This is an optimization exercise on Yosys and OpenROAD, whose aim is small area, not a production implementation. At most, simulation tests tie the RTL to the original design; equivalence was not proved. Power is estimated from default activity; no workload was simulated.

== old ==
==> module cmd_desc_writer, before the edit <==
module cmd_desc_writer #(
  parameter int unsigned WIDTH = 32
) (
  input  logic                  clk,
  input  logic                  resetn,
  input  logic                  start,
  input  logic                  abort,
  input  logic [31:0]           header_in,
  input  logic [31:0]           base_addr,
  input  logic [WIDTH*13-1:0]   reg_snapshot,
  input  logic                  wr_ready,
  output logic                  wr_valid,
  output logic [31:0]           wr_addr,
  output logic [WIDTH-1:0]      wr_data,
  output logic                  wr_last,
  output logic                  busy,
  output logic                  done,
  output logic                  aborted,
  output logic [5:0]            beat_cnt
);
  localparam int unsigned NREGS  = 13;
  localparam int unsigned SNAP_W = WIDTH * NREGS;
  function automatic int midx(input int k);
    case (k)
      0: midx = 1;   1: midx = 2;   2: midx = 3;   3: midx = 5;
      4: midx = 7;   5: midx = 9;   6: midx = 10;  7: midx = 11;
      8: midx = 13;  9: midx = 18;  10: midx = 19; 11: midx = 20;
      default: midx = 29;
    endcase
  endfunction
  logic              valid_q, done_q, aborted_q;
  logic [5:0]        cnt_q;
  logic              hdr_q;                   
  logic [30:0]       mask_q;                  
  logic              h0_q;                    
  logic [29:0]       base_q;
  logic [SNAP_W-1:0] snap_q;
  logic              busy_w, acc, hs, ab, last;
  logic [30:0]       below;                   
  logic [30:0]       mask_nx;                 
  logic [WIDTH-1:0]  pay;                     
  logic [29:0]       addr;                    
  logic [6:0]        lc;                      
  logic              c6_q;                    
  logic [23:0]       lp;                      
  logic [6:0]        gc;                      
  logic [5:0]        cnt_inc;                 
  logic [6:0]        ic;
  assign busy_w = valid_q | done_q;
  assign acc    = start & ~busy_w;
  assign hs     = valid_q & wr_ready;
  assign ab     = abort & busy_w;
  always_comb begin
    below[0] = 1'b0;
    for (int i = 1; i < 31; i++) below[i] = below[i-1] | mask_q[i-1];
  end
  assign mask_nx = mask_q & below;
  assign last    = hdr_q ? (mask_q == 31'd0) : (mask_nx == 31'd0);
  logic [NREGS:0]    sel;
  always_comb begin
    for (int k = 0; k < NREGS; k++) sel[k] = mask_q[midx(k)] & ~below[midx(k)] & ~hdr_q;
    sel[NREGS] = hdr_q;
  end
  for (genvar j = 0; j < WIDTH; j++) begin : g_slice
    logic [NREGS:0] d;
    for (genvar k = 0; k < NREGS; k++) begin : g_src
      assign d[k] = snap_q[WIDTH*k + j];
    end
    if (j == 0) begin : g_h0
      assign d[NREGS] = h0_q;
    end else if (j < 32) begin : g_hm
      assign d[NREGS] = mask_q[j-1];
    end else begin : g_hz
      assign d[NREGS] = 1'b0;
    end
    cmd_desc_writer_andor #(.N(NREGS+1)) u_ao (.sel(sel), .d(d), .y(pay[j]));
  end
  always_comb begin
    lc[0] = 1'b0;
    for (int i = 0; i < 6; i++) begin
      addr[i]  = base_q[i] ^ cnt_q[i] ^ lc[i];
      lc[i+1]  = (base_q[i] & cnt_q[i]) | (lc[i] & (base_q[i] ^ cnt_q[i]));
    end
    gc[0] = c6_q;
    for (int g = 0; g < 6; g++) begin
      lp[4*g] = 1'b1;
      for (int j = 1; j < 4; j++) lp[4*g+j] = lp[4*g+j-1] & base_q[6+4*g+j-1];
      for (int j = 0; j < 4; j++) addr[6+4*g+j] = base_q[6+4*g+j] ^ (gc[g] & lp[4*g+j]);
      gc[g+1] = gc[g] & lp[4*g+3] & base_q[6+4*g+3];
    end
    ic[0] = 1'b1;
    for (int i = 0; i < 6; i++) begin
      cnt_inc[i] = cnt_q[i] ^ ic[i];
      ic[i+1]    = cnt_q[i] & ic[i];
    end
  end
  always_ff @(posedge clk or negedge resetn) begin
    if (!resetn) begin
      valid_q   <= 1'b0;
      done_q    <= 1'b0;
      aborted_q <= 1'b0;
      cnt_q     <= '0;
    end else begin
      valid_q   <= acc | (valid_q & ~ab & ~(hs & last));
      done_q    <= hs & last & ~abort;
      aborted_q <= ab;
      if (acc)     cnt_q <= '0;
      else if (hs) cnt_q <= cnt_inc;
    end
  end
  always_ff @(posedge clk) begin
    if (acc)                         c6_q <= 1'b0;
    else if (hs && addr[5:0] == '1)  c6_q <= 1'b1;
  end
  always_ff @(posedge clk) begin
    if (acc) begin
      hdr_q  <= 1'b1;
      mask_q <= header_in[31:1];
    end else if (hs) begin
      hdr_q  <= 1'b0;
      if (!hdr_q) mask_q <= mask_nx;
    end
  end
  always_ff @(posedge clk) begin
    h0_q   <= (acc & header_in[0]) | (valid_q & h0_q);
    base_q <= ({30{acc}} & base_addr[31:2]) | ({30{valid_q}} & base_q);
    snap_q <= ({SNAP_W{acc}} & reg_snapshot) | ({SNAP_W{valid_q}} & snap_q);
  end
  assign wr_valid = valid_q;
  assign wr_addr  = {addr, 2'b00};
  assign wr_data  = pay;
  assign wr_last  = last;
  assign busy     = busy_w;
  assign done     = done_q;
  assign aborted  = aborted_q;
  assign beat_cnt = cnt_q;
endmodule
clock: 6.0 ns
lec_check: 0
cap_margin: 20
core_margin: 2
core_utilization: 60
slew_margin: 20
standard.sh (not shown) runs the stock make flow with config.mk's settings and CLKGATE_MAP_FILE= SYNTH_SCRIPT=/design/flow/synth_recipe.tcl, a recipe that flattens the netlist after the stock synthesis.
==> flow/flow/run.sh <==
#!/bin/bash
# Standard layout with three changes:
#  - the RTL's one-hot AND-OR slices (module cmd_desc_writer_andor) are given
#    to synthesis already mapped to cells (flow/andor_cells.v); everything
#    else, registers included, goes through the standard synthesis
#  - the port buffers use the smallest buffer cell
#  - the clock tree uses clkbuf_8 with larger sink clusters and no dummy loads
set -euo pipefail
export BUFFER_PORTS_ARGS="-buffer_cell sky130_fd_sc_hd__buf_1"
export CTS_ARGS="-sink_clustering_enable -repair_clock_nets -dont_use_dummy_load -sink_clustering_size 16 -sink_clustering_max_diameter 40 -buf_list {sky130_fd_sc_hd__clkbuf_8}"

python3 - <<'EOP'
s = open('design.v').read()
i = s.index('module cmd_desc_writer_andor')
j = s.index('endmodule', i) + len('endmodule')
s = s[:i] + s[j:] + '\n' + open('flow/andor_cells.v').read()
open('design_mapped.v', 'w').write(s)
EOP

bash standard.sh VERILOG_FILES=$PWD/design_mapped.v > standard.log 2>&1
==> flow/flow/andor_cells.v <==
// Hand-mapped one-hot AND-OR slice for sky130hd, used in place of the RTL's
// cmd_desc_writer_andor (N = 14): y = |(sel & d).
// Four a222oi cover terms 0..11, a nand4 ORs them, and an a221o adds terms
// 12 and 13.
module cmd_desc_writer_andor #(
  parameter int N = 14
) (
  input  [N-1:0] sel,
  input  [N-1:0] d,
  output         y
);
  wire n0, n1, n2, n3, x;
  sky130_fd_sc_hd__a222oi_1 u_t0 (.A1(sel[0]),  .A2(d[0]),  .B1(sel[1]),  .B2(d[1]),  .C1(sel[2]),  .C2(d[2]),  .Y(n0));
  sky130_fd_sc_hd__a222oi_1 u_t1 (.A1(sel[3]),  .A2(d[3]),  .B1(sel[4]),  .B2(d[4]),  .C1(sel[5]),  .C2(d[5]),  .Y(n1));
  sky130_fd_sc_hd__a222oi_1 u_t2 (.A1(sel[6]),  .A2(d[6]),  .B1(sel[7]),  .B2(d[7]),  .C1(sel[8]),  .C2(d[8]),  .Y(n2));
  sky130_fd_sc_hd__a222oi_1 u_t3 (.A1(sel[9]),  .A2(d[9]),  .B1(sel[10]), .B2(d[10]), .C1(sel[11]), .C2(d[11]), .Y(n3));
  sky130_fd_sc_hd__nand4_1  u_or (.A(n0), .B(n1), .C(n2), .D(n3), .Y(x));
  sky130_fd_sc_hd__a221o_1  u_y  (.A1(sel[12]), .A2(d[12]), .B1(sel[13]), .B2(d[13]), .C1(x), .X(y));
endmodule
## Diff of input files: new against old
--- a/flow/design.v
+++ b/flow/design.v
@@ -113,21 +113,19 @@
     else if (hs && addr[5:0] == '1)  c6_q <= 1'b1;
   end
   always_ff @(posedge clk) begin
     if (acc) begin
       hdr_q  <= 1'b1;
       mask_q <= header_in[31:1];
+      h0_q   <= header_in[0];
+      base_q <= base_addr[31:2];
+      snap_q <= reg_snapshot;
     end else if (hs) begin
       hdr_q  <= 1'b0;
       if (!hdr_q) mask_q <= mask_nx;
     end
-  end
-  always_ff @(posedge clk) begin
-    h0_q   <= (acc & header_in[0]) | (valid_q & h0_q);
-    base_q <= ({30{acc}} & base_addr[31:2]) | ({30{valid_q}} & base_q);
-    snap_q <= ({SNAP_W{acc}} & reg_snapshot) | ({SNAP_W{valid_q}} & snap_q);
   end
   assign wr_valid = valid_q;
   assign wr_addr  = {addr, 2'b00};
   assign wr_data  = pay;
   assign wr_last  = last;
   assign busy     = busy_w;
### Flow results
Higher static leakage power was reported by old, not new. Taking old as the reference, in new number of setup buffers added after CTS ~0 delta, relative slew slack now sits higher, routed wire length shrank by 18%, number of flip-flops and latches stayed essentially flat, met2 wire length lower. Cell count of the worst reg-to-reg path: new higher than old. When new is set beside old, its number of cells on the worst hold path turns out to be 1 larger. Lower worst setup slack was reported by old, not new. Compared with old, in new number of buffers other than clock buffers in the final layout went up 5, post-route worst hold slack went up 0.045 ns. When the final numbers for old and new were put side by side, the gate count of the mapped netlist turned out to be smaller in new.
Function not checked in old: the RTL went through the layout flow alone.

-- port drivers added, routing unchanged --
In the flow no input, the clock included, has a driving cell. The finished layouts below were timed again as built, in two steps. Step 1, drivers: a clkbuf_16 drives clk and a buf_2 each remaining input, both assumed. Step 2, shift: input delay + t, output delay - t, t = (earliest + latest rising clock arrival at the registers) / 2. This alone moves slack from input paths to output paths. Three values: no drivers, after step 1, after step 2; two values: the first two.
run | shift t [ns] | slack for setup (ns) | worst data-port slew with drivers (ns)
old | 0.625 | 0.659 / 0.607 / 1.233 | 0.12
new | 0.631 | 0.973 / 0.922 / 1.554 | 0.13
After both steps setup and hold are still met in every run listed.
